From an optimization exercise on the open Yosys and OpenROAD flow, aimed at small area; shortcuts taken in it are not production practice.
In this exercise RTL edits were held to simulation tests only and were not proved equivalent to the original.
Power figures rest on the tool's default switching activity, not on a simulated workload.

$ cat flow/constraint.sdc
create_clock -name core_clock -period 10.0 [get_ports {clk}]
set_input_delay 2.0000 -clock core_clock [delete_from_list [all_inputs] [get_ports {clk}]]
set_output_delay 2.0000 -clock core_clock [all_outputs]
set_load 0.01 [all_outputs]
$ cat flow/design.v
`default_nettype none
package arm_lite_pkg;
	localparam int N_LANES = 4;  
	localparam logic [3:0] LR_IDX = 4'd14;
	localparam logic [3:0] OP_AND = 4'b0000;
	localparam logic [3:0] OP_EOR = 4'b0001;
	localparam logic [3:0] OP_SUB = 4'b0010;
	localparam logic [3:0] OP_RSB = 4'b0011;
	localparam logic [3:0] OP_ADD = 4'b0100;
	localparam logic [3:0] OP_CMP = 4'b1010;
	localparam logic [3:0] OP_ORR = 4'b1100;
	localparam logic [3:0] OP_MOV = 4'b1101;
	localparam logic [3:0] OP_BIC = 4'b1110;
	localparam logic [3:0] COND_EQ = 4'h0;
	localparam logic [3:0] COND_NE = 4'h1;
	localparam logic [3:0] COND_CS = 4'h2;
	localparam logic [3:0] COND_CC = 4'h3;
	localparam logic [3:0] COND_MI = 4'h4;
	localparam logic [3:0] COND_PL = 4'h5;
	localparam logic [3:0] COND_VS = 4'h6;
	localparam logic [3:0] COND_VC = 4'h7;
	localparam logic [3:0] COND_HI = 4'h8;
	localparam logic [3:0] COND_LS = 4'h9;
	localparam logic [3:0] COND_GE = 4'hA;
	localparam logic [3:0] COND_LT = 4'hB;
	localparam logic [3:0] COND_GT = 4'hC;
	localparam logic [3:0] COND_LE = 4'hD;
	localparam logic [3:0] COND_AL = 4'hE;
	localparam logic [1:0] CLS_DP = 2'd0;
	localparam logic [1:0] CLS_MUL = 2'd1;
	localparam logic [1:0] CLS_BR = 2'd2;
	localparam logic [1:0] CLS_UNDEF = 2'd3;
	typedef struct packed {
		logic [3:0] cond;
		logic [1:0] fmt;  
		logic imm;
		logic [3:0] opcode;
		logic s;
		logic [3:0] rn;
		logic [3:0] rd;
		logic [3:0] rot;
		logic [3:0] imm_hi;
		logic [3:0] rm;
	} dp_fmt_t;
	typedef struct packed {
		logic [3:0] cond;
		logic [5:0] fmt;  
		logic acc;
		logic s;
		logic [3:0] rd;
		logic [3:0] rn;  
		logic [3:0] rs;
		logic [3:0] tag;  
		logic [3:0] rm;
	} mul_fmt_t;
	typedef struct packed {
		logic [3:0] cond;
		logic [2:0] fmt;  
		logic link;
		logic [23:0] offset;
	} br_fmt_t;
	typedef union packed {
		dp_fmt_t dp;
		mul_fmt_t mul;
		br_fmt_t br;
	} instr_u;
endpackage
`default_nettype wire
`default_nettype none
`timescale 1ns/1ns
module prog_mem (
	input logic clk,
	input logic psel,
	input logic penable,
	input logic pwrite,
	input logic [31:0] paddr,
	input logic [31:0] pwdata,
	output logic [31:0] prdata,
	output logic pready,
	output logic pslverr,
	input logic [5:0] fetch_addr,
	output logic apb_busy,  
	output logic [31:0] rd_data
);
	logic ph;
	logic [31:0][31:0] ma;
	logic [31:0][31:0] mb;
	logic acc;
	logic in_range;
	logic wr_acc;
	logic wr_now;
	logic pend;
	logic [4:0] pend_ring;
	logic [31:0] pend_data;
	logic wen;
	logic [4:0] wring;
	logic [31:0] wdata;
	assign acc = psel && penable;
	assign in_range = (paddr[31:8] == 24'd0);
	assign pready = 1'b1;
	assign pslverr = !in_range;
	assign apb_busy = acc;
	assign wr_acc = acc && pwrite && in_range;
	assign wr_now = wr_acc && (paddr[2] == ph);
	always_ff @(posedge clk) begin
		ph <= !ph;
		pend <= wr_acc && (paddr[2] != ph);
		pend_ring <= paddr[7:3];
		pend_data <= pwdata;
	end
	assign wen = wr_now || pend;
	assign wring = pend ? pend_ring : paddr[7:3];
	assign wdata = pend ? pend_data : pwdata;
	always_ff @(posedge clk) begin
		for (int r = 0; r < 32; r++) begin
			ma[r] <= mb[r];
			mb[r] <= (wen && wring == 5'(r)) ? wdata : ma[r];
		end
	end
	logic [5:0] raddr;
	logic ren;
	logic pos_b;
	logic [31:0] sel_a;
	logic [31:0] sel_b;
	assign raddr = acc ? paddr[7:2] : fetch_addr;
	assign ren = !acc || in_range;
	assign pos_b = raddr[0] ^ ph;
	always_comb begin
		for (int r = 0; r < 32; r++) begin
			sel_a[r] = ren && (raddr[5:1] == 5'(r)) && !pos_b;
			sel_b[r] = ren && (raddr[5:1] == 5'(r)) && pos_b;
		end
	end
	always_comb begin
		rd_data = '0;
		for (int r = 0; r < 32; r++) begin
			rd_data = rd_data | ({32{sel_a[r]}} & ma[r]) | ({32{sel_b[r]}} & mb[r]);
		end
	end
	assign prdata = rd_data;
endmodule
`default_nettype wire
`default_nettype none
`timescale 1ns/1ns
module reg_file (
	input logic clk,
	input logic clear,
	input logic [3:0] ra,
	input logic [3:0] rb,
	input logic [3:0] rc,
	input logic wr_en,
	input logic [3:0] wr_addr,
	input logic wr_bit,
	output logic a_bit,
	output logic b_bit,
	output logic c_bit
);
	logic [15:0][31:0] regs;
	logic [15:0] lsb;
	always_comb begin
		for (int i = 0; i < 16; i++) lsb[i] = regs[i][0];
	end
	always_ff @(posedge clk) begin
		for (int i = 0; i < 16; i++) begin
			regs[i] <= {(wr_en && wr_addr == 4'(i)) ? wr_bit : (lsb[i] && !clear), regs[i][31:1]};
		end
	end
	assign a_bit = lsb[ra];
	assign b_bit = lsb[rb];
	assign c_bit = lsb[rc];
endmodule
`default_nettype wire
`default_nettype none
`timescale 1ns/1ns
module mul_serial (
	input logic clk,
	input logic [4:0] step,
	input logic a,
	input logic b,
	output logic p
);
	logic first;
	logic [15:0] lt;  
	logic [15:0] eq;  
	logic [15:0] a_cp;
	logic [15:0] b_cp;
	logic [15:0] s_q;
	logic [15:0] c_q;
	logic [15:0] d_q;
	logic [15:0] s_n;
	logic [15:0] c_n;
	logic [15:0] d_n;
	assign first = (step == 5'd0);
	always_comb begin
		for (int j = 0; j < 16; j++) begin
			lt[j] = (5'(j) < step);
			eq[j] = (5'(j) == step);
		end
	end
	always_comb begin
		for (int j = 0; j < 16; j++) begin
			logic s0, c0, d0, pp1, pp2, s1;
			s0 = (j < 15) ? (s_q[j] && !first) : 1'b0;
			c0 = c_q[j] && !first;
			d0 = d_q[j] && !first;
			pp1 = a && b_cp[j] && lt[j];
			pp2 = b && ((a_cp[j] && lt[j]) || (a && eq[j]));
			s1 = s0 ^ c0 ^ d0;
			c_n[j] = (s0 && c0) || (s0 && d0) || (c0 && d0);
			s_n[j] = s1 ^ pp1 ^ pp2;
			d_n[j] = (s1 && pp1) || (s1 && pp2) || (pp1 && pp2);
		end
	end
	assign p = s_n[0];
	always_ff @(posedge clk) begin
		for (int j = 0; j < 16; j++) begin
			if (eq[j]) begin
				a_cp[j] <= a;
				b_cp[j] <= b;
			end
		end
		s_q <= {1'b0, s_n[15:1]};
		c_q <= c_n;
		d_q <= d_n;
	end
endmodule
`default_nettype wire
`default_nettype none
`timescale 1ns/1ns
import arm_lite_pkg::*;
module exec_stage (
	input logic clk,
	input logic rst,
	input logic run,
	input logic apb_busy,
	input logic [31:0] mem_word,
	output logic [5:0] fetch_addr,
	output logic retire_valid,
	output logic [3:0] retire_rd,
	output logic [31:0] retire_data,
	output logic [3:0] flags
);
	logic [4:0] step;
	logic first;
	logic last;
	logic clear;
	logic xv;  
	logic [6:0] fpc;  
	logic [31:0] ir;
	assign first = (step == 5'd0);
	assign last = (step == 5'd31);
	logic cond_ok;
	logic is_mul;
	logic is_br;
	logic is_dp;
	logic [3:0] op;
	logic op_ok;
	logic is_cmp;
	logic arith;
	logic inv_y;
	logic rsb;
	logic exec;
	logic we;
	logic [3:0] wrd;
	always_comb begin
		case (ir[31:28])
			COND_EQ: cond_ok = flags[2];
			COND_NE: cond_ok = !flags[2];
			COND_CS: cond_ok = flags[1];
			COND_CC: cond_ok = !flags[1];
			COND_MI: cond_ok = flags[3];
			COND_PL: cond_ok = !flags[3];
			COND_VS: cond_ok = flags[0];
			COND_VC: cond_ok = !flags[0];
			COND_HI: cond_ok = flags[1] && !flags[2];
			COND_LS: cond_ok = !flags[1] || flags[2];
			COND_GE: cond_ok = flags[3] == flags[0];
			COND_LT: cond_ok = flags[3] != flags[0];
			COND_GT: cond_ok = !flags[2] && (flags[3] == flags[0]);
			COND_LE: cond_ok = flags[2] || (flags[3] != flags[0]);
			COND_AL: cond_ok = 1'b1;
			default: cond_ok = 1'b0;
		endcase
	end
	assign op = ir[24:21];
	assign op_ok = (op == OP_AND) || (op == OP_EOR) || (op == OP_SUB) || (op == OP_RSB)
		|| (op == OP_ADD) || (op == OP_CMP) || (op == OP_ORR) || (op == OP_MOV) || (op == OP_BIC);
	assign is_mul = (ir[27:22] == 6'd0) && (ir[7:4] == 4'b1001);
	assign is_br = (ir[27:25] == 3'b101);
	assign is_dp = (ir[27:26] == 2'b00) && op_ok && (ir[25] || ir[11:4] == 8'd0)
		&& (op != OP_CMP || ir[20]);
	assign is_cmp = (op == OP_CMP);
	assign arith = (op == OP_SUB) || (op == OP_RSB) || (op == OP_ADD) || (op == OP_CMP);
	assign rsb = (op == OP_RSB);
	assign inv_y = (op == OP_SUB) || (op == OP_CMP) || (op == OP_RSB);
	assign exec = xv && cond_ok;
	assign we = exec && (is_mul || (is_dp && !is_cmp) || (is_br && ir[24]));
	assign wrd = is_br ? LR_IDX : (is_mul ? ir[19:16] : ir[15:12]);
	logic a_bit;  
	logic m_bit;  
	logic s_bit;  
	logic wbit;
	reg_file u_regs (
		.clk(clk),
		.clear(clear),
		.ra(is_mul ? ir[15:12] : ir[19:16]),
		.rb(ir[3:0]),
		.rc(ir[11:8]),
		.wr_en(we),
		.wr_addr(wrd),
		.wr_bit(wbit),
		.a_bit(a_bit),
		.b_bit(m_bit),
		.c_bit(s_bit)
	);
	logic [4:0] imm_pos;
	logic imm_bit;
	logic op2;
	assign imm_pos = {step[4:1] + ir[11:8], step[0]};
	assign imm_bit = (imm_pos[4:3] == 2'b00) && ir[imm_pos[2:0]];
	assign op2 = ir[25] ? imm_bit : m_bit;
	logic mul_bit;
	mul_serial u_mul (
		.clk(clk),
		.step(step),
		.a(m_bit),
		.b(s_bit),
		.p(mul_bit)
	);
	logic cy;
	logic x;
	logic y;
	logic ci;
	logic sum;
	logic co;
	logic lres;
	logic [31:0] link_word;
	assign x = is_mul ? (ir[21] && a_bit) : (rsb ? op2 : a_bit);
	assign y = is_mul ? mul_bit : (inv_y ^ (rsb ? a_bit : op2));
	assign ci = first ? (!is_mul && inv_y) : cy;
	assign sum = x ^ y ^ ci;
	assign co = (x && y) || (x && ci) || (y && ci);
	always_comb begin
		case (op)
			OP_AND: lres = a_bit && op2;
			OP_EOR: lres = a_bit ^ op2;
			OP_ORR: lres = a_bit || op2;
			OP_MOV: lres = op2;
			default: lres = a_bit && !op2;  
		endcase
	end
	assign link_word = {23'd0, fpc, 2'b00};  
	assign wbit = is_br ? link_word[step] : ((is_mul || arith) ? sum : lres);
	logic nz;
	logic nz_cur;
	assign nz_cur = nz && !first;
	always_ff @(posedge clk) begin
		cy <= co;
		nz <= nz_cur || wbit;
		retire_data <= {wbit, retire_data[31:1]};
	end
	logic [7:0] tsum;
	logic t_in;
	logic [6:0] target;
	logic taken;
	logic [6:0] fpc_eff;
	logic fetch;
	assign tsum = {1'b0, fpc} + 8'd1 + {1'b0, ir[6:0]};
	assign t_in = ((ir[23:7] == 17'd0) && (tsum[7:6] == 2'b00))
		|| ((ir[23:7] == 17'h1ffff) && (tsum[7:6] == 2'b10));
	assign target = t_in ? {1'b0, tsum[5:0]} : 7'h40;
	assign taken = exec && is_br;
	assign fpc_eff = taken ? target : fpc;
	assign fetch_addr = fpc_eff[5:0];
	assign fetch = run && !fpc_eff[6] && !apb_busy;
	always_ff @(posedge clk) begin
		if (rst) begin
			step <= 5'd0;
			clear <= 1'b1;
			xv <= 1'b0;
			fpc <= 7'd0;
			flags <= 4'd0;
			retire_valid <= 1'b0;
		end else begin
			step <= step + 5'd1;
			retire_valid <= last && we;
			if (last) begin
				clear <= 1'b0;
				xv <= fetch;
				fpc <= fetch ? fpc_eff + 7'd1 : fpc_eff;
				if (exec && ir[20] && (is_dp || is_mul)) begin
					flags[3] <= wbit;
					flags[2] <= !(nz_cur || wbit);
					if (is_dp) begin
						if (arith) begin
							flags[1] <= co;
							flags[0] <= ci ^ co;
						end else if (ir[25] && ir[11:8] != 4'd0) begin
							flags[1] <= op2;
						end
					end
				end
			end
		end
	end
	always_ff @(posedge clk) begin
		if (last) begin
			retire_rd <= wrd;
			if (fetch) ir <= mem_word;
		end
	end
endmodule
`default_nettype wire
`default_nettype none
`timescale 1ns/1ns
module core_top #(
	parameter int PROG_DEPTH = 64
) (
	input logic clk,
	input logic rst,
	input logic run,
	input logic psel,
	input logic penable,
	input logic pwrite,
	input logic [31:0] paddr,
	input logic [31:0] pwdata,
	output logic [31:0] prdata,
	output logic pready,
	output logic pslverr,
	output logic retire_valid,
	output logic [3:0] retire_rd,
	output logic [31:0] retire_data,
	output logic [3:0] flags
);
	logic [5:0] fetch_addr;
	logic apb_busy;
	logic [31:0] mem_word;
	prog_mem u_prog_mem (
		.clk(clk),
		.psel(psel),
		.penable(penable),
		.pwrite(pwrite),
		.paddr(paddr),
		.pwdata(pwdata),
		.prdata(prdata),
		.pready(pready),
		.pslverr(pslverr),
		.fetch_addr(fetch_addr),
		.apb_busy(apb_busy),
		.rd_data(mem_word)
	);
	exec_stage u_exec (
		.clk(clk),
		.rst(rst),
		.run(run),
		.apb_busy(apb_busy),
		.mem_word(mem_word),
		.fetch_addr(fetch_addr),
		.retire_valid(retire_valid),
		.retire_rd(retire_rd),
		.retire_data(retire_data),
		.flags(flags)
	);
endmodule
`default_nettype wire
$ cat flow/config.mk
export PLATFORM = sky130hd
export DESIGN_NAME = core_top
export DESIGN_NICKNAME = core_top
export VERILOG_FILES = /design/flow/design.v
export SDC_FILE = /design/flow/constraint.sdc
export NUM_CORES = 4
export LEC_CHECK = 0
export CAP_MARGIN = 20
export CORE_MARGIN = 2
export CORE_UTILIZATION = 40
export SLEW_MARGIN = 20
$ cat flow/run.sh
#!/bin/bash
# synth_recipe.tcl (not shown) runs the flow's synth.tcl, then flattens the netlist and writes it again
# the make line also repeats each setting of config.mk as NAME=value (left out here)
make -C /OpenROAD-flow-scripts/flow DESIGN_CONFIG=/design/flow/config.mk WORK_HOME=/design/flow/orfs CLKGATE_MAP_FILE= SYNTH_SCRIPT=/design/flow/synth_recipe.tcl finish
==> key figures, run 1 <==
Run status
  • Status: finished with violations
  • Failed Checks: negative setup slack

Clock tree
  • H-tree depth: 5
  • TritonCTS clock tree: yes
  • CTS max path bufs: 4
  • CTS buffer count: between 200 and 300
  • Post-CTS Hold Fix Bufs: 0
  • Clock Pin Slew Worst Setup and Hold Paths: 0.06 ns
  • Clock Latency Late Sink: ~0.96 ns
  • Clk root buf: clkbuf_16
  • Clock Sink Count: 2767

Power
  • Static leakage: 38.51 nW
  • VDD IR max: between 0.15 and 0.2 mV
  • Power Density: 216.5 nW/µm²
  • Design Power: approximately 0.022 W

Logic synthesis
  • Top FF cell, synth: dfxtp_1
  • Synthesis-stage register bit count: between 2000 and 3000
  • Cell Area, Synth: roughly 85000 µm²
  • Post-synthesis cell count: around 7900
  • Avg Cell Area, Syn: roughly 11 µm²
  • Register area share after synthesis: between 60% and 70%
  • Synth cell types: between 90 and 100
  • Share of async-settable or async-resettable flops after synthesis: 0%
  • EDFF count, synth: just under 70
  • Syn Nets: around 8100
  • Syn. warnings: 4

Critical path
  • Critical path data required time: about 8.0 ns
  • WS Path Type: flip-flop to primary output
  • Crit path DAT: between 8 and 9 ns
  • Worst Path Max Fanout: 11
  • CP startpoint kind: flip-flop
  • CP Capture Type: primary output

Global routing
  • Vias in the first global route: about 65000
  • Pin count of the biggest net entering global routing: 57
  • First-pass GRT wire length: a little over 500000 µm
  • Global-route usage over all layers: between 30% and 40%
  • GRT overflow: 0
  • Initial antenna violation count: 47

Floorplanning
  • Area of the core: roughly 210000 µm²
  • Die Width: 464.4 µm
  • Initial Util: between 40 and 50%
  • Top Ports: 145
  • Rows: about 170
  • Die H: 464.4 µm
  • Die area: ~220000 µm²

Placed design
  • Hpwl dp: ~240000 µm
  • Post-Place Worst Slack: 0.4566 ns
  • Placed inst area: 92260 µm²
  • Port Buffer Count: around 140
  • Placer Congestion: ~1

Cells and area
  • Layout cells sized above 1: roughly 13%
  • Final instance area: roughly 100000 µm²
  • Number of nets in the layout: roughly 8300
  • Area Growth Syn to Fin: 19.72%
  • Filler cells: between 15000 and 20000

Timing
  • Fin crit share: 100.6%
  • Max Transition Viols Final: 0
  • Final setup vio count: 1
  • Clock skew: 0.06973 ns
  • Tmin final: between 10 and 15 ns
  • RSZ-0062 raised after global routing: false
  • Slew @ Worst Pin: 1.328 ns
  • F_max: 0.09945 GHz
  • Final setup margin: -0.05545 ns
  • Final hold vios: 0
  • WHS: 0.2780 ns
  • Worst slew margin: between 10% and 20%

Route
  • Pre-antenna DRT Iters: 14
  • Vias per cell: between 6 and 7
  • Vias: 70967
  • DRT iter0 DRCs: roughly 13000
  • DRC Markers: 0
  • Antenna viol nets, final: 0
  • Routed WL per cell: 33.94 µm
  • Routed WL: around 380000 µm

Hold path
  • HP Class: flip-flop to flip-flop

Job
  • Maxcap violations: 0
-- layer usage --
metal  wire length [µm]  track usage, %
met3              57800           13.06
met1             140500           43.45
met2             150600           47.22
met5                434          0.4902
met4              33230           23.59
-- report_power, final --
| part | internal [W] | switching (W) |
|---|---|---|
| sequential | 0.0111 | 0.00000949 |
| clock | 0.00607 | 0.00441 |
| combinational | 0.0000928 | 0.000322 |
-- layout make-up --
type / count / area [µm²] / share of cell area, %
clock inverters: 83 / 798.3 / 0.7863
well taps: 2821 / 3530 / 3.477
multi-input cells: 4564 / 27600 / 27.19
flip-flops and latches: 2767 / 56080 / 55.24
inverters: 57 / 214.0 / 0.2108
diodes: 44 / 110.1 / 0.1085
repair buffers: 541 / 4922 / 4.849
clock buffers: 395 / 8268 / 8.144
-- critical path, cell delays in order (launching register included) --
cell,delay [ns]
edfxtp_1,0.58
inv_1,0.09
ha_1,0.23
fa_1,0.44
nor2b_1,0.23
o31ai_1,0.15
a211oi_4,0.50
and2_1,0.23
nand3_1,0.19
o21ai_4,0.65
nand4_1,0.93
buf_4,0.46
nor2_4,0.55
buf_12,0.26
a22oi_1,0.12
and4_1,0.24
nand4_1,0.08
or4_1,0.49
clkdlybuf4s50_1,0.65
-- cells in the final DEF (no fill, tap or decap), types with 19 or more instances in the layout --
cell type,netlist,final
a2111oi_0,21,19
a21oi_1,848,846
a221oi_1,83,83
a222oi_1,30,30
a22o_1,107,107
a22oi_1,609,609
a32o_1,20,20
a32oi_1,30,30
and3_1,55,55
buf_12,0,35
buf_4,6,362
clkbuf_1,472,45
clkbuf_16,0,292
clkbuf_8,0,57
clkdlybuf4s50_1,0,139
clkinv_2,0,52
dfxtp_1,2699,2698
diode_2,0,44
edfxtp_1,68,68
fa_1,34,34
inv_1,56,56
mux2_2,20,20
mux2i_1,116,82
nand2_1,612,611
nand2b_1,24,24
nand3_1,103,95
nand4_1,122,122
nor2_1,963,876
nor2_4,1,81
nor3_1,81,67
nor4_1,45,41
o21ai_0,329,328
o22ai_1,20,20
or4_1,19,19
-- synthesized netlist by cell type (19+ instances only) --
library cell | n | area share (%)
mux2i_1 | 116 | 1.4
nand4_1 | 122 | 0.90
clkbuf_1 | 472 | 2.1
nand2b_1 | 24 | 0.18
buf_1 | 39 | 0.17
a32oi_1 | 30 | 0.31
mux2_2 | 20 | 0.27
a2111oi_0 | 21 | 0.22
nor2_1 | 963 | 4.3
a21oi_1 | 848 | 5.0
a22oi_1 | 609 | 5.4
dfxtp_1 | 2699 | 64
a222oi_1 | 30 | 0.35
or4_1 | 19 | 0.17
a22o_1 | 107 | 1.1
nor4_1 | 45 | 0.33
a221oi_1 | 83 | 0.86
inv_1 | 56 | 0.25
o21ai_0 | 329 | 1.9
o22ai_1 | 20 | 0.15
a32o_1 | 20 | 0.24
edfxtp_1 | 68 | 2.4
buf_2 | 34 | 0.20
nor3_1 | 81 | 0.48
and3_1 | 55 | 0.41
fa_1 | 34 | 0.80
nand2_1 | 612 | 2.7
nand3_1 | 103 | 0.61
-- cell families (layout without fill, tap and decap cells) --
logic type / Yosys count / after routing / share of synthesized area [%]
and+or+nand+nor: 2108 / 2108 / 10.82
muxes: 149 / 149 / 1.967
other: 1 / 45 / 0.004422
adders and majority gates: 51 / 51 / 1.053
buffers and inverters: 610 / 1076 / 2.795
AOI/OAI and AO/OA: 2239 / 2239 / 17.07
xor gates and xnor gates: 16 / 16 / 0.1653
DFF: 2767 / 2767 / 66.12
-- sequential cells by signal, summed over array words and instances (netlist names), 4 cells and up --
register,count
u_exec.u_mul.c_q,16
u_exec.u_mul.b_cp,16
u_exec.flags,4
u_prog_mem.mb,1024
u_exec.retire_data,32
u_exec.retire_rd,4
u_exec.ir,32
u_exec.u_mul.s_q,15
u_prog_mem.pend_data,32
u_exec.fpc,7
u_exec.u_mul.a_cp,16
u_exec.u_regs.regs,512
u_exec.step,5
u_exec.u_mul.d_q,16
u_prog_mem.pend_ring,5
u_prog_mem.ma,1024
-- worst paths after layout --
check | startpoint | end | slack [ns] | depth (start not counted)
setup / recovery | u_exec.ir[0] | prdata[21] | -0.06 | 18
setup reg to reg | u_exec.ir[0] | u_exec.ir[20] | 3.01 | 17
hold reg to reg | u_exec.u_regs.regs[126] | u_exec.u_regs.regs[125] | 0.28 | 0
hold / removal | u_exec.u_regs.regs[126] | u_exec.u_regs.regs[125] | 0.28 | 0
-- through the flow --
| step | utilization (%) | setup TNS (ns) | cells |
|---|---|---|---|
| after floorplan | - | 0 | 7941 |
| after global placement | 43.61 | 0 | 10745 |
| after detailed placement | 43.63 | 0 | 10747 |
| after CTS | 47.92 | 0 | 11225 |
| after global routing | 47.97 | 0 | 11235 |
| final | 48.01 | -0.05545 | 11272 |
-- timing repair --
item                                    4_1_cts  5_1_grt
buffers inserted                              0        0
endpoints found under the setup margin        0        3
resized for setup                             0        1
==> run 2, diff against run 1 <==
--- a/flow/design.v
+++ b/flow/design.v
@@ -363,16 +363,14 @@
 	logic t_in;
 	logic [6:0] target;
 	logic taken;
-	logic [6:0] fpc_eff;
 	logic fetch;
 	assign tsum = {1'b0, fpc} + 8'd1 + {1'b0, ir[6:0]};
 	assign t_in = ((ir[23:7] == 17'd0) && (tsum[7:6] == 2'b00))
 		|| ((ir[23:7] == 17'h1ffff) && (tsum[7:6] == 2'b10));
 	assign target = t_in ? {1'b0, tsum[5:0]} : 7'h40;
 	assign taken = exec && is_br;
-	assign fpc_eff = taken ? target : fpc;
-	assign fetch_addr = fpc_eff[5:0];
-	assign fetch = run && !fpc_eff[6] && !apb_busy;
+	assign fetch_addr = fpc[5:0];
+	assign fetch = run && !fpc[6] && !apb_busy;
 	always_ff @(posedge clk) begin
 		if (rst) begin
 			step <= 5'd0;
@@ -384,10 +382,11 @@
 		end else begin
 			step <= step + 5'd1;
 			retire_valid <= last && we;
+			if (step == 5'd16 && taken) fpc <= target;
 			if (last) begin
 				clear <= 1'b0;
 				xv <= fetch;
-				fpc <= fetch ? fpc_eff + 7'd1 : fpc_eff;
+				if (fetch) fpc <= fpc + 7'd1;
 				if (exec && ir[20] && (is_dp || is_mul)) begin
 					flags[3] <= wbit;
 					flags[2] <= !(nz_cur || wbit);
==> flow/config.mk (replaced) <==
export PLATFORM = sky130hd
export DESIGN_NAME = core_top
export DESIGN_NICKNAME = core_top
export VERILOG_FILES = /design/flow/design.v
export SDC_FILE = /design/flow/constraint.sdc
export NUM_CORES = 4
export LEC_CHECK = 0
export CAP_MARGIN = 10
export CORE_MARGIN = 2
export CORE_UTILIZATION = 65
export CTS_BUF_LIST = sky130_fd_sc_hd__clkbuf_8
export SLEW_MARGIN = 10
==> run 2 against run 1 <==
Area after synthesis shrank 1.9%. Critical path type is now input port to primary output. Die area is 39% lower. Power is 5.2% lower. First-iteration DRC count is 7.7% lower. Critical path depth down 7. Sequential power about the same. Cell count is 11% lower. Now clean on timing, DRC and antenna. Sequential share of layout area up 3.4 points. Wire length fell by 19%. Register-to-register slack gained 1.1 ns. Synthesized cell count decreased by 1.4%.
==> key figures, run 2 <==
Cells and area
  • Final instance area: 95700 µm² (-5.7%)
  • Most common cell after layout, fill and taps aside: dfxtp_1
  • Top Registers: u_prog_mem.ma (1024), u_prog_mem.mb (1024), u_exec.u_regs.regs (512)
  • Layout cells sized above 1: 11.49% (-1.2 points)
  • Area Growth Syn to Fin: 14.99%
  • Most frequent cells in the layout: dfxtp_1, nand2_1, a22oi_1
  • Number of nets in the layout: 8131 (-2.5%)

Timing
  • Final setup vio count: 0 (-1)
  • Worst slew margin: 9.840% (-1.4 points)
  • Max Transition Viols Final: 0 (unchanged)
  • Setup TNS: 0 ns (+0.05545 ns)
  • Slew @ Worst Pin: 1.352 ns (+0.02403 ns)
  • Final hold vios: 0 (unchanged)
  • F_max: 0.1115 GHz (+12%)
  • Tmin final: 8.968 ns (-1.087 ns)
  • Fin crit share: 89.68% (-11 points)
  • RSZ-0062 raised after global routing: false
  • WHS: 0.2639 ns (-0.01407 ns)
  • Clock skew: 0.07908 ns (+0.009347 ns)

Route
  • Antenna viol nets, final: 0 (unchanged)
  • DRC Markers: 0 (unchanged)
  • Pre-antenna DRT Iters: 8 (-6)
  • Vias: 66558 (-6.2%)
  • Routed WL per cell: 31.12 µm (-8.3%)
  • Routed WL: 311100 µm (-19%)
  • DRT iter0 DRCs: 12002 (-7.7%)
  • Vias per cell: 6.658 (+5.8%)

Logic synthesis
  • Synth cell types: 78 (-19%)
  • Syn Nets: 7949 (-1.4%)
  • Register area share after synthesis: 67.37% (+1.2 points)
  • EDFF count, synth: 68 (unchanged)
  • Share of async-settable or async-resettable flops after synthesis: 0% (unchanged)
  • Post-synthesis cell count: 7828 (-1.4%)
  • Synthesis-stage register bit count: 2767 (unchanged)
  • Synth area leaders: dfxtp_1, a22oi_1, nand2_1, o21ai_0, edfxtp_1
  • Synth area leader: dfxtp_1
  • Yosys top cell area share: 64.92% (+1.2 points)
  • Cell Area, Synth: 83230 µm² (-1.9%)
  • Synth cell count leaders: dfxtp_1, nand2_1, a22oi_1
  • Top-count cell post-synth: dfxtp_1
  • Top FF cell, synth: dfxtp_1
  • Syn. warnings: 4 (unchanged)
  • Avg Cell Area, Syn: 10.63 µm² (-0.44%)

Run status
  • Status: timing/DRC/antenna clean

Critical path
  • Worst path max stage delay: 1.09 ns (+0.16 ns)
  • Critical path data required time: 8.00 ns (about the same)
  • Highest-delay cell along the critical path: a32oi_2
  • Reg2reg path depth: 14 (-3)
  • Worst Path Max Fanout: 22 (+11)
  • Worst path buffer plus inverter count: 4 (unchanged)
  • CP Capture Type: primary output
  • CP startpoint: psel
  • WP depth: 11 (-7)
  • WS Path Type: input port to primary output
  • Crit path DAT: 6.97 ns (-1.09 ns)
  • Critical Path, Cell by Cell: clkdlybuf4s50_1 > nand2_1 > a32oi_2 > buf_4 > nor3_2 > buf_4 > a22oi_1 > nand2_1 > nor4_1 > nand4_1 > clkdlybuf4s50_1
  • FF-to-FF setup slack: 4.07 ns (+1.06 ns)
  • Reg2reg start: u_exec.step[2]
  • Worst setup path end: prdata[21]
  • RR Endpoint: u_exec.retire_data[31]
  • CP startpoint kind: input port
  • CP top delay family: buffers and inverters

Floorplanning
  • Area of the core: 127400 µm² (-40%)
  • Initial Util: 65.35% (+25 points)
  • Die area: 130900 µm² (-39%)
  • Die Width: 361.8 µm (-22%)
  • Die H: 361.8 µm (-22%)
  • Rows: 131 (-22%)
  • Top Ports: 145 (unchanged)

Global routing
  • GRT overflow: 0 (unchanged)
  • Global-route usage over all layers: 46.45% (+12 points)
  • Initial antenna violation count: 9 (-81%)
  • First-pass GRT wire length: 436200 µm (-16%)
  • Pin count of the biggest net entering global routing: 65 (+14%)
  • Vias in the first global route: 62335 (-3.5%)

Clock tree
  • TritonCTS clock tree: yes
  • Post-CTS Hold Fix Bufs: 0 (unchanged)
  • CTS max path bufs: 4 (unchanged)
  • Clock Sink Count: 2767 (unchanged)
  • Cts repair resizes: 0 (unchanged)
  • Clock Pin Slew Worst Setup and Hold Paths: 0.07 ns (about the same)
  • Clk root buf: clkbuf_8
  • Post CTS Setup Buffer Count: 0 (unchanged)
  • H-tree depth: 5 (unchanged)
  • Clock Latency Late Sink: 1.06 ns (+0.10 ns)
  • CTS buffer count: 414 (+46%)

Power
  • Static leakage: 37.90 nW (-1.6%)
  • VDD IR max: 0.2043 mV (+7.9%)
  • Power Density: 217.8 nW/µm² (+0.58%)

Placed design
  • Port Buffer Count: 141 (unchanged)
  • Placed inst area: 87230 µm² (-5.5%)
  • Placer Congestion: 0.9173 (-9.0%)
  • Hpwl dp: 159700 µm (-34%)

Hold path
  • HP Class: flip-flop to flip-flop

Job
  • Maxcap violations: 0 (unchanged)
## run 2: cell types whose count changed in the layout (fill, tap and decap cells not counted), moves of 62 or more
cell	previous run	this run
nor2_4	81	0
nor2_1	876	329
nand2_1	611	1272
a22oi_1	609	1034
o21ai_0	328	793
nand3_1	95	31
mux2i_1	82	20
inv_1	56	198
a22o_1	107	1
buf_4	362	146
a21oi_1	846	285
clkbuf_8	57	528
clkbuf_16	292	0
a221oi_1	83	1
## run 2: cell families after synthesis
group                      synth area share, %
DFF                                      67.37
buffers and inverters                    2.873
other                                 0.004506
and+or+nand+nor                          10.61
muxes                                   0.9892
adders and majority gates                1.073
xor gates and xnor gates                0.1789
AOI/OAI and AO/OA                        16.90
## run 2: final cells by class
type,instances,area [µm²]
repair buffers,322,3208
inverters,73,274.0
well taps,1662,2079
multi-input cells,4432,25590
fillers,8832,31650
clock buffers,528,7267
flip-flops and latches,2767,56080
clock inverters,197,1167
diodes,15,37.54
## run 2: worst min-delay path by stage
stage,cells past startpoint,start,slack [ns],endpoint
6_report,0,u_exec.u_regs.regs[420],0.26,u_exec.u_regs.regs[419]
3_3_place_gp,0,u_exec.u_regs.regs[446],0.31,u_exec.u_regs.regs[445]
2_1_floorplan,0,u_exec.u_regs.regs[1],0.31,u_exec.u_regs.regs[0]
5_1_grt,0,u_exec.u_regs.regs[420],0.28,u_exec.u_regs.regs[419]
3_5_place_dp,0,u_exec.u_regs.regs[245],0.31,u_exec.u_regs.regs[244]
4_1_cts,0,u_exec.u_regs.regs[420],0.26,u_exec.u_regs.regs[419]
## run 2: per-stage QoR
| step | setup slack (ns) | cells | util, % | power, W |
|---|---|---|---|---|
| 3_5_place_dp | 1.330 | 9256 | 68.49 | 0.01175 |
| 6_report | 1.032 | 9996 | 75.15 | 0.02084 |
| 4_1_cts | 1.264 | 9981 | 75.12 | 0.02081 |
| 5_1_grt | 0.8731 | 9982 | 75.12 | 0.02134 |
| 2_1_floorplan | 3.737 | 7828 | - | 0.01159 |
| 3_3_place_gp | 1.348 | 9256 | 68.49 | 0.01174 |
## run 2: metal layers
| layer | wire, µm | global-route usage [%] |
|---|---|---|
| met5 | 30 | 0 |
| met4 | 21730 | 28.24 |
| met3 | 49310 | 16.08 |
| met2 | 128200 | 66.40 |
| met1 | 111800 | 60.71 |
## run 2: report_power, final
part	total, W	internal, W	switching, W
clock	0.00932	0.00503	0.00429
combinational	0.000316	0.0000951	0.000221
sequential	0.0112	0.0112	0.0000542
==> run 3, diff against run 2 <==
--- a/flow/design.v
+++ b/flow/design.v
@@ -79,13 +79,12 @@
 	output logic pready,
 	output logic pslverr,
 	input logic [5:0] fetch_addr,
-	output logic apb_busy,  
+	output logic fetch_ok,  
 	output logic [31:0] rd_data
 );
 	logic ph;
 	logic [31:0][31:0] ma;
 	logic [31:0][31:0] mb;
-	logic acc;
 	logic in_range;
 	logic wr_acc;
 	logic wr_now;
@@ -95,16 +94,14 @@
 	logic wen;
 	logic [4:0] wring;
 	logic [31:0] wdata;
-	assign acc = psel && penable;
 	assign in_range = (paddr[31:8] == 24'd0);
 	assign pready = 1'b1;
 	assign pslverr = !in_range;
-	assign apb_busy = acc;
-	assign wr_acc = acc && pwrite && in_range;
-	assign wr_now = wr_acc && (paddr[2] == ph);
+	assign wr_acc = psel && penable && pwrite && in_range;
+	assign wr_now = wr_acc && (paddr[2] != ph);
 	always_ff @(posedge clk) begin
 		ph <= !ph;
-		pend <= wr_acc && (paddr[2] != ph);
+		pend <= wr_acc && (paddr[2] == ph);
 		pend_ring <= paddr[7:3];
 		pend_data <= pwdata;
 	end
@@ -113,31 +110,32 @@
 	assign wdata = pend ? pend_data : pwdata;
 	always_ff @(posedge clk) begin
 		for (int r = 0; r < 32; r++) begin
-			ma[r] <= mb[r];
-			mb[r] <= (wen && wring == 5'(r)) ? wdata : ma[r];
+			ma[r] <= (wen && wring == 5'(r)) ? wdata : mb[r];
+			mb[r] <= ma[r];
 		end
 	end
-	logic [5:0] raddr;
+	logic apb_port;
+	logic [4:0] rring;
 	logic ren;
-	logic pos_b;
-	logic [31:0] sel_a;
-	logic [31:0] sel_b;
-	assign raddr = acc ? paddr[7:2] : fetch_addr;
-	assign ren = !acc || in_range;
-	assign pos_b = raddr[0] ^ ph;
+	logic [31:0] a_word;
+	logic [31:0] cap;
+	logic cap_fetch;
+	assign apb_port = psel && (paddr[2] == ph);
+	assign rring = apb_port ? paddr[7:3] : fetch_addr[5:1];
+	assign ren = !apb_port || in_range;
 	always_comb begin
+		a_word = '0;
 		for (int r = 0; r < 32; r++) begin
-			sel_a[r] = ren && (raddr[5:1] == 5'(r)) && !pos_b;
-			sel_b[r] = ren && (raddr[5:1] == 5'(r)) && pos_b;
+			a_word = a_word | ({32{ren && rring == 5'(r)}} & ma[r]);
 		end
 	end
-	always_comb begin
-		rd_data = '0;
-		for (int r = 0; r < 32; r++) begin
-			rd_data = rd_data | ({32{sel_a[r]}} & ma[r]) | ({32{sel_b[r]}} & mb[r]);
-		end
+	always_ff @(posedge clk) begin
+		cap <= a_word;
+		cap_fetch <= !apb_port;
 	end
-	assign prdata = rd_data;
+	assign prdata = (paddr[2] == ph) ? a_word : cap;
+	assign rd_data = (fetch_addr[0] == ph) ? a_word : cap;
+	assign fetch_ok = (fetch_addr[0] == ph) ? !apb_port : cap_fetch;
 endmodule
 `default_nettype wire
 `default_nettype none
@@ -232,7 +230,7 @@
 	input logic clk,
 	input logic rst,
 	input logic run,
-	input logic apb_busy,
+	input logic mem_ok,
 	input logic [31:0] mem_word,
 	output logic [5:0] fetch_addr,
 	output logic retire_valid,
@@ -370,7 +368,7 @@
 	assign target = t_in ? {1'b0, tsum[5:0]} : 7'h40;
 	assign taken = exec && is_br;
 	assign fetch_addr = fpc[5:0];
-	assign fetch = run && !fpc[6] && !apb_busy;
+	assign fetch = run && !fpc[6] && mem_ok;
 	always_ff @(posedge clk) begin
 		if (rst) begin
 			step <= 5'd0;
@@ -432,7 +430,7 @@
 	output logic [3:0] flags
 );
 	logic [5:0] fetch_addr;
-	logic apb_busy;
+	logic mem_ok;
 	logic [31:0] mem_word;
 	prog_mem u_prog_mem (
 		.clk(clk),
@@ -445,14 +443,14 @@
 		.pready(pready),
 		.pslverr(pslverr),
 		.fetch_addr(fetch_addr),
-		.apb_busy(apb_busy),
+		.fetch_ok(mem_ok),
 		.rd_data(mem_word)
 	);
 	exec_stage u_exec (
 		.clk(clk),
 		.rst(rst),
 		.run(run),
-		.apb_busy(apb_busy),
+		.mem_ok(mem_ok),
 		.mem_word(mem_word),
 		.fetch_addr(fetch_addr),
 		.retire_valid(retire_valid),
--- a/flow/config.mk
+++ b/flow/config.mk
@@ -7,6 +7,7 @@
 export LEC_CHECK = 0
 export CAP_MARGIN = 10
 export CORE_MARGIN = 2
-export CORE_UTILIZATION = 65
-export CTS_BUF_LIST = sky130_fd_sc_hd__clkbuf_8
+export CORE_UTILIZATION = 55
+export CTS_CLUSTER_DIAMETER = 60
+export CTS_CLUSTER_SIZE = 25
 export SLEW_MARGIN = 10
==> run 3 against run 2 <==
Combinational power rose by 67%. Power fell by 7.4%. Cell count fell by 8.3%. Still clean on timing, DRC and antenna. Synthesized cell count down 8.7%. First-iteration DRC count shrank 56%. Fmax decreased by 4.9%. Critical path type unchanged. Sequential power about the same. Setup slack lost 0.46 ns.
==> key figures, run 3 <==
Timing
  • Final hold vios: 0 (unchanged)
  • Worst slew margin: 14.74% (+4.9 points)
  • Final setup vio count: 0 (unchanged)
  • Fin crit share: 94.27% (+4.6 points)
  • Clock skew: 0.04639 ns (-0.03269 ns)
  • Max Transition Viols Final: 0 (unchanged)
  • Slew @ Worst Pin: 1.252 ns (-0.1003 ns)
  • RSZ-0062 raised after global routing: false
  • F_max: 0.1061 GHz (-4.9%)
  • Final setup margin: 0.5734 ns (-0.4584 ns)
  • Setup TNS: 0 ns (unchanged)
  • Tmin final: 9.427 ns (+0.4584 ns)

Global routing
  • Global-route usage over all layers: 31.70% (-15 points)
  • Vias in the first global route: 50086 (-20%)
  • Initial antenna violation count: 13 (+4)
  • First-pass GRT wire length: 348300 µm (-20%)
  • GRT overflow: 0 (unchanged)
  • Pin count of the biggest net entering global routing: 65 (unchanged)

Logic synthesis
  • Share of async-settable or async-resettable flops after synthesis: 0% (unchanged)
  • Top-count cell post-synth: dfxtp_1
  • Synth cell count leaders: dfxtp_1, nor2_1, a21oi_1
  • EDFF count, synth: 68 (unchanged)
  • Avg Cell Area, Syn: 11.28 µm² (+6.1%)
  • Cell Area, Synth: 80610 µm² (-3.1%)
  • Synthesis-stage register bit count: 2800 (+1.2%)
  • Synth area leader: dfxtp_1
  • Syn. warnings: 4 (unchanged)
  • Top FF cell, synth: dfxtp_1
  • Register area share after synthesis: 70.38% (+3.0 points)
  • Synth cell types: 89 (+14%)
  • Syn Nets: 7270 (-8.5%)
  • Synth area leaders: dfxtp_1, a21oi_1, nor2_1, o21ai_0, nand2_1
  • Post-synthesis cell count: 7149 (-8.7%)
  • Yosys top cell area share: 67.85% (+2.9 points)

Clock tree
  • CTS max path bufs: 3 (-1)
  • CTS buffer count: 153 (-63%)
  • Post CTS Setup Buffer Count: 0 (unchanged)
  • H-tree depth: 4 (-1)
  • Clock Latency Late Sink: 0.83 ns (-0.23 ns)
  • Clock Sink Count: 2800 (+1.2%)
  • TritonCTS clock tree: yes
  • Clk root buf: clkbuf_16
  • Post-CTS Hold Fix Bufs: 0 (unchanged)
  • Clock Pin Slew Worst Setup and Hold Paths: 0.08 ns (about the same)
  • Cts repair resizes: 0 (unchanged)

Power
  • VDD IR max: 0.1688 mV (-17%)
  • Sequential Power Share: 59.8% (+6.0 points)
  • Clk pwr share: 37.4% (-7.3 points)
  • Int Power: 0.01498 W (-8.0%)
  • Power Density: 214.4 nW/µm² (-1.6%)
  • Static leakage: 36.25 nW (-4.4%)
  • Sw frac: 22.35% (+0.47 points)
  • Comb pwr share: 2.7% (+1.2 points)
  • Psw: 0.004313 W (-5.4%)

Placed design
  • Post-Place Worst Slack: 0.6024 ns (-0.7271 ns)
  • Port Buffer Count: 141 (unchanged)
  • Placer Congestion: 0.9314 (+1.5%)
  • Placed insts: 8890 (-4.0%)
  • Hpwl dp: 151000 µm (-5.4%)
  • Placed inst area: 84670 µm² (-2.9%)

Cells and area
  • Final instance area: 90000 µm² (-6.0%)
  • Post-Layout Cell Count: 9163 (-8.3%)
  • Layout cells sized above 1: 8.998% (-2.5 points)
  • Most frequent cells in the layout: dfxtp_1, nor2_1, a21oi_1
  • Area Growth Syn to Fin: 11.65%
  • Most common cell after layout, fill and taps aside: dfxtp_1
  • Number of nets in the layout: 7250 (-11%)
  • Top Registers: u_prog_mem.ma (1024), u_prog_mem.mb (1024), u_exec.u_regs.regs (512)

Floorplanning
  • Area of the core: 145600 µm² (+14%)
  • Top Ports: 145 (unchanged)
  • Die area: 149600 µm² (+14%)
  • Rows: 140 (+6.9%)
  • Die Width: 386.8 µm (+6.9%)
  • Initial Util: 55.38% (-10 points)
  • Die H: 386.8 µm (+6.9%)

Run status
  • Status: timing/DRC/antenna clean

Route
  • Vias per cell: 5.794 (-13%)
  • DRT iter0 DRCs: 5315 (-56%)
  • Routed WL per cell: 26.43 µm (-15%)
  • Vias: 53090 (-20%)
  • Pre-antenna DRT Iters: 6 (-2)
  • DRC Markers: 0 (unchanged)
  • Antenna viol nets, final: 0 (unchanged)
  • Routed WL: 242100 µm (-22%)

Critical path
  • WS Path Type: input port to primary output
  • Critical path data required time: 8.00 ns (about the same)
  • CP startpoint kind: input port
  • CP Capture Type: primary output
  • Crit path DAT: 7.43 ns (+0.46 ns)
  • Worst Path Max Fanout: 13 (-41%)

Hold path
  • HP Class: flip-flop to flip-flop

Job
  • Maxcap violations: 0 (unchanged)
[run 3: cell types whose count changed after synthesis, moves of 54 or more]
| cell | previous run | this run |
|---|---|---|
| a22oi_1 | 1034 | 228 |
| nand2_1 | 1272 | 552 |
| a21oi_1 | 285 | 693 |
| nor2_1 | 329 | 717 |
| o21ai_0 | 793 | 426 |
| nor3_1 | 142 | 34 |
| and3_1 | 31 | 98 |
| clkbuf_1 | 500 | 445 |
| mux2_2 | 6 | 60 |
[run 3: per-stage QoR]
stage | power, W | util [%] | hold WS (ns)
after global routing | 0.01988 | 61.82 | 0.3050
after global placement | 0.01230 | 58.17 | 0.3096
after detailed placement | 0.01232 | 58.17 | 0.3121
final | 0.01929 | 61.83 | 0.3040
after CTS | 0.01937 | 61.80 | 0.2973
after floorplan | 0.01210 | - | 0.3096
[run 3: metal layers]
| metal | wire length (µm) | track usage (%) |
|---|---|---|
| met5 | 12 | 0 |
| met4 | 9362 | 11.88 |
| met3 | 19460 | 5.237 |
| met2 | 103700 | 47.01 |
| met1 | 109500 | 46.58 |
[run 3: layout make-up]
type                    instances  area (µm²)
diodes                         11       27.53
clock buffers                 176        4035
clock inverters                85        1250
fillers                     11958       55570
inverters                      69       259.0
multi-input cells            3767       22300
flip-flops and latches       2800       56740
well taps                    1917        2399
repair buffers                338        2994
[run 3: final timing paths]
kind                                              start                      end  slack (ns)  depth (start not counted)
worst min register to register  u_exec.u_regs.regs[153]  u_exec.u_regs.regs[152]        0.30                          0
worst min-delay path            u_exec.u_regs.regs[153]  u_exec.u_regs.regs[152]        0.30                          0
worst max register to register           u_exec.step[1]  u_exec.u_regs.regs[415]        3.88                         14
worst max-delay path                           paddr[2]               prdata[22]        0.57                         11
[run 3: logic make-up after synthesis]
logic type,synth area share [%]
buffers and inverters,2.755
other,0.004652
XOR/XNOR,0.1832
multiplexers,2.021
flip-flops,70.38
AO/OA/AOI/OAI,12.87
adder cells (fa/ha/maj),1.108
AND/OR/NAND/NOR,10.67
[run 3: critical path: stages]
cell and delay (ns):
clkdlybuf4s50_1 0.53, xnor2_2 0.35, a21boi_1 1.00, nor2_4 0.23
buf_4 0.29, and3_1 0.48, a221o_1 0.42, or4b_1 0.57
or4_1 0.65, mux2_2 0.36, clkdlybuf4s50_1 0.48
[run 3: power groups by stage]
stage	sequential (W)	clock (W)	combinational (W)
after CTS	0.0115	0.00731	0.000524
after global routing	0.0116	0.00772	0.000584
final	0.0115	0.00722	0.000528
after detailed placement	0.0118	0	0.000519
after global placement	0.0118	0	0.000504
after floorplan	0.0118	0	0.000324
==> run 4, diff against run 3 <==
--- a/flow/design.v
+++ b/flow/design.v
@@ -82,7 +82,10 @@
 	output logic fetch_ok,  
 	output logic [31:0] rd_data
 );
-	logic ph;
+	logic [1:0] q;
+	logic ph;  
+	logic pol_a;  
+	logic pol_b;  
 	logic [31:0][31:0] ma;
 	logic [31:0][31:0] mb;
 	logic in_range;
@@ -99,8 +102,11 @@
 	assign pslverr = !in_range;
 	assign wr_acc = psel && penable && pwrite && in_range;
 	assign wr_now = wr_acc && (paddr[2] != ph);
+	assign ph = q[0];
+	assign pol_a = q[1] ^ q[0];
+	assign pol_b = q[1];
 	always_ff @(posedge clk) begin
-		ph <= !ph;
+		q <= q + 2'd1;
 		pend <= wr_acc && (paddr[2] == ph);
 		pend_ring <= paddr[7:3];
 		pend_data <= pwdata;
@@ -108,11 +114,17 @@
 	assign wen = wr_now || pend;
 	assign wring = pend ? pend_ring : paddr[7:3];
 	assign wdata = pend ? pend_data : pwdata;
-	always_ff @(posedge clk) begin
-		for (int r = 0; r < 32; r++) begin
-			ma[r] <= (wen && wring == 5'(r)) ? wdata : mb[r];
-			mb[r] <= ma[r];
-		end
+	for (genvar r = 0; r < 32; r++) begin : g_ring
+		logic ins;
+		assign ins = wen && wring == 5'(r);
+		mem_ring u_ring (
+			.clk(clk),
+			.ins(ins),
+			.keep(!ins),
+			.wd(wdata ^ {32{pol_b}}),
+			.a(ma[r]),
+			.b(mb[r])
+		);
 	end
 	logic apb_port;
 	logic [4:0] rring;
@@ -128,6 +140,7 @@
 		for (int r = 0; r < 32; r++) begin
 			a_word = a_word | ({32{ren && rring == 5'(r)}} & ma[r]);
 		end
+		a_word = a_word ^ {32{ren && pol_a}};
 	end
 	always_ff @(posedge clk) begin
 		cap <= a_word;
@@ -139,6 +152,21 @@
 endmodule
 `default_nettype wire
 `default_nettype none
+module mem_ring (
+	input logic clk,
+	input logic ins,
+	input logic keep,  
+	input logic [31:0] wd,
+	output logic [31:0] a,
+	output logic [31:0] b
+);
+	always_ff @(posedge clk) begin
+		a <= ~(({32{ins}} | b) & ({32{keep}} | wd));
+		b <= a;
+	end
+endmodule
+`default_nettype wire
+`default_nettype none
 `timescale 1ns/1ns
 module reg_file (
 	input logic clk,
--- a/flow/config.mk
+++ b/flow/config.mk
@@ -7,7 +7,8 @@
 export LEC_CHECK = 0
 export CAP_MARGIN = 10
 export CORE_MARGIN = 2
-export CORE_UTILIZATION = 55
-export CTS_CLUSTER_DIAMETER = 60
-export CTS_CLUSTER_SIZE = 25
+export CORE_UTILIZATION = 60
+export CTS_CLUSTER_DIAMETER = 70
+export CTS_CLUSTER_SIZE = 30
 export SLEW_MARGIN = 10
+export SYNTH_HIERARCHICAL = 1
==> run 4 against run 3 <==
Largest cell class unchanged. Register-to-register slack improved by 0.34 ns. Cell count decreased by 10%. Critical endpoint is now prdata[26]. Worst hold slack improved by 0.017 ns.
==> key figures, run 4 <==
Floorplanning
  • Rows: 134 (-4.3%)
  • Die area: 136800 µm² (-8.6%)
  • Die H: 369.9 µm (-4.4%)
  • Initial Util: 60.34% (+5.0 points)
  • Die Width: 369.9 µm (-4.4%)
  • Top Ports: 145 (unchanged)
  • Area of the core: 133100 µm² (-8.5%)

Route
  • Routed WL per cell: 28.97 µm (+9.6%)
  • Vias per cell: 6.470 (+12%)
  • Vias: 53219 (+0.24%)
  • DRC Markers: 0 (unchanged)
  • Routed WL: 238300 µm (-1.6%)
  • Antenna viol nets, final: 0 (unchanged)
  • DRT iter0 DRCs: 5495 (+3.4%)
  • Pre-antenna DRT Iters: 6 (unchanged)

Timing
  • RSZ-0062 raised after global routing: false
  • F_max: 0.1057 GHz (-0.37%)
  • Tmin final: 9.461 ns (+0.03480 ns)
  • Final hold vios: 0 (unchanged)
  • Final setup vio count: 0 (unchanged)
  • Clock skew: 0.03871 ns (-0.007678 ns)
  • Setup TNS: 0 ns (unchanged)
  • Max Transition Viols Final: 0 (unchanged)
  • Worst slew margin: 7.524% (-7.2 points)
  • Fin crit share: 94.61% (+0.35 points)
  • Slew @ Worst Pin: 1.375 ns (+0.1233 ns)

Global routing
  • GRT overflow: 0 (unchanged)
  • Initial antenna violation count: 7 (-6)
  • First-pass GRT wire length: 349200 µm (+0.27%)
  • Pin count of the biggest net entering global routing: 67 (+3.1%)
  • Vias in the first global route: 52220 (+4.3%)
  • Global-route usage over all layers: 34.36% (+2.7 points)

Cells and area
  • Most common cell after layout, fill and taps aside: dfxtp_1
  • Area of the multi-input gates: 21040 µm² (-5.6%)
  • Area Growth Syn to Fin: 9.912%
  • Sequential Area: 56760 µm² (about the same)
  • Filler cells: 10049 (-16%)
  • Fin util: 66.32% (+4.5 points)
  • Number of nets in the layout: 6466 (-11%)
  • Layout cells sized above 1: 8.896% (-0.10 points)
  • Top Registers: u_prog_mem.g_ring.u_ring.a (1024), u_prog_mem.g_ring.u_ring.b (1024), u_exec.u_regs.regs (512)
  • Most frequent cells in the layout: dfxtp_1, o22ai_1, buf_4

Critical path
  • Critical Path, Cell by Cell: clkdlybuf4s50_1 > xor2_4 > nor2_2 > buf_4 > a41o_4 > and2_1 > buf_4 > a2111oi_0 > nand4_1 > o31a_1 > o31ai_1 > clkdlybuf4s50_1
  • Critical path data required time: 8.00 ns (about the same)
  • Worst path max stage delay: 0.70 ns (-0.30 ns)
  • CP Capture Type: primary output
  • WS Path Type: input port to primary output
  • Crit path DAT: 7.46 ns (+0.03 ns)
  • Highest-delay cell along the critical path: nand4_1
  • Worst Path Max Fanout: 20 (+7)
  • Worst path buffer plus inverter count: 4 (+1)
  • CP startpoint kind: input port
  • CP top delay family: compound AO/OA/AOI/OAI gates

Clock tree
  • Clk root buf: clkbuf_16
  • TritonCTS clock tree: yes
  • Clock Latency Late Sink: 0.82 ns (about the same)
  • Post CTS Setup Buffer Count: 0 (unchanged)
  • CTS max path bufs: 3 (unchanged)
  • H-tree depth: 4 (unchanged)
  • CTS buffer count: 136 (-11%)
  • Clock Sink Count: 2801 (+0.036%)
  • Clock Pin Slew Worst Setup and Hold Paths: 0.10 ns (+0.02 ns)
  • Cts repair resizes: 0 (unchanged)
  • Post-CTS Hold Fix Bufs: 0 (unchanged)

Logic synthesis
  • Syn Nets: 6423 (-12%)
  • Synth cell count leaders: dfxtp_1, o22ai_1, and3_1
  • Synth area leaders: dfxtp_1, o22ai_1, edfxtp_1, and3_1, buf_6
  • Register area share after synthesis: 70.65% (+0.27 points)
  • EDFF count, synth: 68 (unchanged)
  • Post-synthesis cell count: 6303 (-12%)
  • Synthesis-stage register bit count: 2801 (+0.036%)
  • Synth cell types: 105 (+18%)
  • Top-count cell post-synth: dfxtp_1
  • Share of async-settable or async-resettable flops after synthesis: 0% (unchanged)
  • Avg Cell Area, Syn: 12.74 µm² (+13%)
  • Synth area leader: dfxtp_1
  • Cell Area, Synth: 80330 µm² (-0.34%)
  • Yosys top cell area share: 68.11% (+0.26 points)
  • Syn. warnings: 11 (+7)
  • Top FF cell, synth: dfxtp_1

Placed design
  • Port Buffer Count: 141 (unchanged)
  • Hpwl dp: 141900 µm (-6.0%)
  • Placer Congestion: 0.9219 (-1.0%)

Power
  • Static leakage: 34.69 nW (-4.3%)
  • VDD IR max: 0.2171 mV (+29%)
  • Power Density: 212.3 nW/µm² (-0.96%)

Run status
  • Status: timing/DRC/antenna clean

Hold path
  • HP Class: flip-flop to flip-flop

Job
  • Maxcap violations: 0 (unchanged)
## run 4: changes by cell type after synthesis, moves of 94 or more
cell	previous run	this run
nor2_1	717	118
nand4_1	149	43
o21ai_0	426	154
buf_6	3	100
buf_2	8	130
a22oi_1	228	126
a21oi_1	693	43
nand2_1	552	159
and3_1	98	192
o22ai_1	8	1031
clkbuf_1	445	187
## run 4: layout make-up
cell class	count	area share, %
diodes	5	0.01417
clock buffers	162	4.309
clock inverters	82	1.248
inverters	93	0.3954
multi-input cells	2969	23.83
flip-flops and latches	2801	64.29
well taps	1768	2.505
repair buffers	345	3.404
## run 4: logic make-up (layout without fill, tap and decap cells)
kind of cell,Yosys count,count (layout),synth area share [%]
DFF,2801,2801,70.65
AOI/OAI and AO/OA,1907,1907,16.44
and+or+nand+nor,859,859,5.987
buffers and inverters,533,682,3.681
muxes,95,95,1.500
xor gates and xnor gates,57,57,0.6402
adders and majority gates,50,50,1.097
other,1,6,0.004668
## run 4: per-stage QoR
step | instances | hold WS, ns | cell area [µm²] | total power [W] | setup slack (ns)
floorplan | 6303 | 0.3096 | 80330 | 0.01176 | 3.515
global placement | 7976 | 0.3100 | 83370 | 0.01205 | 0.6956
detailed placement | 7976 | 0.3121 | 83370 | 0.01205 | 0.6732
CTS | 8220 | 0.3178 | 88280 | 0.01879 | 0.6571
global route | 8220 | 0.3235 | 88280 | 0.01926 | 0.4711
finish | 8225 | 0.3207 | 88290 | 0.01874 | 0.5386
## run 4: layer usage
layer / GRT usage (%) / routed length (µm)
met1: 47.87 / 101800
met2: 51.56 / 103700
met3: 7.437 / 21410
met4: 15.53 / 11310
met5: 0 / 34
## run 4: Yosys stat by module, one instance, submodules excluded, a selection
module | cells | flops+latches | cell area (µm²) | times used
reg_file | 592 | 512 | 11100 | 1
mul_serial | 301 | 79 | 3600 | 1
prog_mem | 1774 | 73 | 12530 | 1
mem_ring | 102 | 64 | 1530 | 32
exec_stage | 372 | 89 | 4133 | 1
## run 4: path summary, 6_finish.rpt
| check | start | end | slack (ns) | cells after the start |
|---|---|---|---|---|
| hold reg to reg | u_exec.u_regs.regs[285] | u_exec.u_regs.regs[284] | 0.32 | 0 |
| hold / removal | u_exec.u_regs.regs[285] | u_exec.u_regs.regs[284] | 0.32 | 0 |
| setup reg to reg | u_prog_mem.q[0] | u_exec.ir[1] | 4.22 | 11 |
| setup / recovery | paddr[2] | prdata[26] | 0.54 | 12 |
## run 4: power by group
part	switching [W]	internal (W)	total [W]	leakage (nW)
registers	0.0000107	0.0112	0.0112	23.1
clock network	0.00377	0.00317	0.00694	2.38
logic	0.000385	0.000193	0.000578	9.19
==> run 5, diff against run 4 <==
--- a/flow/design.v
+++ b/flow/design.v
@@ -93,8 +93,8 @@
 	logic wr_now;
 	logic pend;
 	logic [4:0] pend_ring;
-	logic [31:0] pend_data;
 	logic wen;
+	logic [31:0] cap;  
 	logic [4:0] wring;
 	logic [31:0] wdata;
 	assign in_range = (paddr[31:8] == 24'd0);
@@ -109,11 +109,10 @@
 		q <= q + 2'd1;
 		pend <= wr_acc && (paddr[2] == ph);
 		pend_ring <= paddr[7:3];
-		pend_data <= pwdata;
 	end
 	assign wen = wr_now || pend;
 	assign wring = pend ? pend_ring : paddr[7:3];
-	assign wdata = pend ? pend_data : pwdata;
+	assign wdata = pend ? cap : pwdata;  
 	for (genvar r = 0; r < 32; r++) begin : g_ring
 		logic ins;
 		assign ins = wen && wring == 5'(r);
@@ -130,21 +129,24 @@
 	logic [4:0] rring;
 	logic ren;
 	logic [31:0] a_word;
-	logic [31:0] cap;
 	logic cap_fetch;
 	assign apb_port = psel && (paddr[2] == ph);
 	assign rring = apb_port ? paddr[7:3] : fetch_addr[5:1];
 	assign ren = !apb_port || in_range;
+	logic [31:0] rsel;
+	logic [31:0] a_raw;
 	always_comb begin
-		a_word = '0;
-		for (int r = 0; r < 32; r++) begin
-			a_word = a_word | ({32{ren && rring == 5'(r)}} & ma[r]);
-		end
-		a_word = a_word ^ {32{ren && pol_a}};
+		for (int r = 0; r < 32; r++) rsel[r] = ren && rring == 5'(r);
 	end
+	mem_rd u_rd (
+		.sel(rsel),
+		.words(ma),
+		.word(a_raw)
+	);
+	assign a_word = a_raw ^ {32{ren && pol_a}};
 	always_ff @(posedge clk) begin
-		cap <= a_word;
-		cap_fetch <= !apb_port;
+		cap <= wr_acc ? pwdata : a_word;
+		cap_fetch <= !apb_port && !wr_acc;
 	end
 	assign prdata = (paddr[2] == ph) ? a_word : cap;
 	assign rd_data = (fetch_addr[0] == ph) ? a_word : cap;
@@ -152,6 +154,20 @@
 endmodule
 `default_nettype wire
 `default_nettype none
+module mem_rd (
+	input logic [31:0] sel,
+	input logic [31:0][31:0] words,
+	output logic [31:0] word
+);
+	always_comb begin
+		word = '0;
+		for (int r = 0; r < 32; r++) begin
+			word = word | ({32{sel[r]}} & words[r]);
+		end
+	end
+endmodule
+`default_nettype wire
+`default_nettype none
 module mem_ring (
 	input logic clk,
 	input logic ins,
--- a/flow/config.mk
+++ b/flow/config.mk
@@ -7,7 +7,7 @@
 export LEC_CHECK = 0
 export CAP_MARGIN = 10
 export CORE_MARGIN = 2
-export CORE_UTILIZATION = 60
+export CORE_UTILIZATION = 65
 export CTS_CLUSTER_DIAMETER = 70
 export CTS_CLUSTER_SIZE = 30
 export SLEW_MARGIN = 10
==> run 5 against run 4 <==
Via count is 7.0% lower. Synthesized cell count shrank 5.7%. Critical path type unchanged. Die area shrank 11%.
==> key figures, run 5 <==
Run status
  • Status: timing/DRC/antenna clean

Logic synthesis
  • Post-synthesis cell count: 5943 (-5.7%)
  • Top-count cell post-synth: dfxtp_1
  • Largest family of logic cells by synthesized area: compound AO/OA/AOI/OAI gates
  • EDFF count, synth: 68 (unchanged)
  • Cell Area, Synth: 77700 µm² (-3.3%)
  • Avg Cell Area, Syn: 13.07 µm² (+2.6%)
  • Simple-gate area share of the yosys netlist: 4.966% (-1.0 points)
  • Share of async-settable or async-resettable flops after synthesis: 0% (unchanged)
  • Syn Nets: 6063 (-5.6%)
  • Synthesis-stage register bit count: 2769 (-1.1%)
  • Adder-cell share of the synthesized area: 1.134% (+0.037 points)
  • Post-synthesis compound-gate area fraction: 15.48% (-0.96 points)
  • XOR/XNOR Fraction of Synth Area: 1.307% (+0.67 points)
  • Synth area leader: dfxtp_1

Critical path
  • Worst path buffer plus inverter count: 5 (+1)
  • Reg2reg start: u_exec.ir[8]
  • FF-to-FF setup slack: 4.30 ns (+0.08 ns)
  • Critical Path, Cell by Cell: clkdlybuf4s50_1 > xor2_4 > nor2_1 > buf_4 > nor3b_1 > a21oi_1 > buf_4 > nor3_2 > buf_4 > a22oi_1 > nand4_1 > or4_1 > xnor2_1 > o21ai_0 > clkdlybuf4s50_1
  • Worst path max stage delay: 0.90 ns (+0.20 ns)
  • WS Path Type: input port to primary output
  • Crit path DAT: 7.58 ns (+0.12 ns)
  • CP Capture Type: primary output
  • Highest-delay cell along the critical path: nor2_1
  • Worst Path Max Fanout: 32 (+60%)
  • Critical path data required time: 8.00 ns (about the same)

Timing
  • Final hold vios: 0 (unchanged)
  • F_max: 0.1043 GHz (-1.3%)
  • Tmin final: 9.584 ns (+0.1229 ns)
  • Clock skew: 0.03466 ns (-0.004054 ns)
  • Final setup vio count: 0 (unchanged)
  • Fin crit share: 95.84% (+1.2 points)
  • Worst slew margin: 20.73% (+13 points)
  • RSZ-0062 raised after global routing: false
  • Final setup margin: 0.4157 ns (-0.1229 ns)
  • Slew @ Worst Pin: 1.185 ns (-0.1907 ns)

Power
  • VDD IR max: 0.1692 mV (-22%)
  • Sequential Power Share: 62.7% (+2.8 points)
  • Comb pwr share: 3.6% (+0.5 points)
  • Int Power: 0.01393 W (-4.5%)
  • Power Density: 212.4 nW/µm² (about the same)

Cells and area
  • Number of nets in the layout: 6124 (-5.3%)
  • Area Growth Syn to Fin: 8.494%
  • Most common cell after layout, fill and taps aside: dfxtp_1
  • Layout cells sized above 1: 8.907% (+0.010 points)

Floorplanning
  • Die area: 122300 µm² (-11%)
  • Die H: 349.8 µm (-5.4%)
  • Area of the core: 118200 µm² (-11%)
  • Top Ports: 145 (unchanged)
  • Rows: 126 (-6.0%)

Route
  • Routed WL: 215200 µm (-9.7%)
  • DRT iter0 DRCs: 5338 (-2.9%)
  • Vias: 49494 (-7.0%)
  • Antenna viol nets, final: 0 (unchanged)

Clock tree
  • Clock Latency Late Sink: 0.77 ns (-0.05 ns)
  • CTS buffer count: 117 (-14%)
  • Post-CTS Hold Fix Bufs: 0 (unchanged)
  • Clock Sink Count: 2769 (-1.1%)
  • H-tree depth: 3 (-1)

Global routing
  • Initial antenna violation count: 27 (+20)
  • GRT overflow: 0 (unchanged)
  • Global-route usage over all layers: 34.36% (about the same)
  • First-pass GRT wire length: 314300 µm (-10%)
  • Pin count of the biggest net entering global routing: 67 (unchanged)
  • Vias in the first global route: 48172 (-7.8%)

Hold path
  • Hold path endpoint: u_exec.u_regs.regs[54]
  • Hold path startpoint: u_exec.u_regs.regs[55]

Placed design
  • Hpwl dp: 123500 µm (-13%)
  • Post-Place Worst Slack: 0.6119 ns (-0.06134 ns)
  • Port Buffer Count: 141 (unchanged)
  • Placer Congestion: 0.9425 (+2.2%)
run 5: layout make-up:
cell class	count	area [µm²]	area share [%]
Sequential cell	2769	56120	66.57
Multi-Input combinational cell	2762	19480	23.11
Clock buffer	126	3012	3.572
Timing Repair Buffer	321	2763	3.277
Tap cell	1536	1922	2.280
Clock inverter	63	869.6	1.031
Inverter	33	123.9	0.1469
Antenna cell	5	12.51	0.01484
run 5: kinds of logic (layout without fill, tap and decap cells):
group | Yosys count | count (layout)
other | 1 | 6
multiplexers | 87 | 87
AND/OR/NAND/NOR | 708 | 708
flip-flops | 2769 | 2769
buffers and inverters | 412 | 543
adder cells (fa/ha/maj) | 50 | 50
AO/OA/AOI/OAI | 1800 | 1800
XOR/XNOR | 116 | 116
run 5: worst register-to-register path, stage by stage, from the launching register on:
cell and delay, ns:
edfxtp_1 0.67, mux4_1 0.62, mux2i_1 0.27, mux2i_1 0.13, buf_4 0.23, inv_1 0.50, a21oi_1 0.15, fa_1 0.54
nor2_1 0.13, a31oi_1 0.08, fa_1 0.56, a21oi_1 0.06, a2111oi_0 0.49, a32oi_1 0.21, and2b_1 0.26, inv_1 0.43
mux2_2 0.30
run 5: power groups by stage:
stage	sequential, W	combinational [W]	clock [W]
5_1_grt	0.0112	0.000678	0.00646
3_3_place_gp	0.0115	0.000624	0
2_1_floorplan	0.0115	0.000319	0
6_report	0.0112	0.000652	0.00603
4_1_cts	0.0112	0.000636	0.00607
3_5_place_dp	0.0115	0.000633	0
run 5: how the worst max path moves through the flow:
stage                     cells after the start          to      from  slack [ns]
after detailed placement                     15  prdata[25]  paddr[2]        0.61
after global routing                         15  prdata[14]  paddr[2]        0.32
final                                        15  prdata[22]  paddr[2]        0.42
after global placement                       15  prdata[25]  paddr[2]        0.64
after CTS                                    15  prdata[25]  paddr[2]        0.57
after floorplan                              12  prdata[10]  paddr[2]        3.29
run 5: metrics by stage:
step | instance area, µm² | std cells
2_1_floorplan | 77700 | 5943
3_3_place_gp | 80410 | 7421
3_5_place_dp | 80410 | 7421
4_1_cts | 84290 | 7610
5_1_grt | 84290 | 7610
6_report | 84300 | 7615
run 5: metal layers:
| metal | GRT usage [%] | share of wire, % | vias to the layer above |
|---|---|---|---|
| met5 | 0 | 0.068 | - |
| met3 | 7.149 | 8.7 | 457 |
| li1 | - | - | 21997 |
| met4 | 16.52 | 5.4 | 22 |
| met1 | 47.35 | 42 | 24839 |
| met2 | 52.09 | 44 | 2179 |
run 5: modules after synthesis, one instance, submodules excluded, a selection:
module	flip-flops and latches	times used
mem_rd	0	1
reg_file	512	1
exec_stage	89	1
mem_ring	64	32
mul_serial	79	1
prog_mem	41	1

afterwards: timing with drivers on the ports:
In the flow no input, the clock included, has a driving cell. The finished layouts below were timed again as built, in two steps.
Step 1: set_driving_cell puts a clkbuf_16 on clk and a buf_2 on each other input, an assumption about the parent block.
Step 2, shift: input delay + t, output delay - t, t = (earliest + latest rising clock arrival at the registers) / 2. This alone moves slack from input paths to output paths.
Three values: no drivers, after step 1, after step 2; two values: the first two.
| run | shift t [ns] | setup slack, ns |
|---|---|---|
| run 1 | 1.016 | -0.055 / -0.150 / -0.049 |
| run 2 | 1.098 | 1.032 / 0.942 / 0.942 |
| run 3 | 0.893 | 0.573 / 0.550 / 0.550 |
| run 4 | 0.878 | 0.539 / 0.448 / 0.448 |
| run 5 | 0.826 | 0.416 / 0.391 / 0.391 |
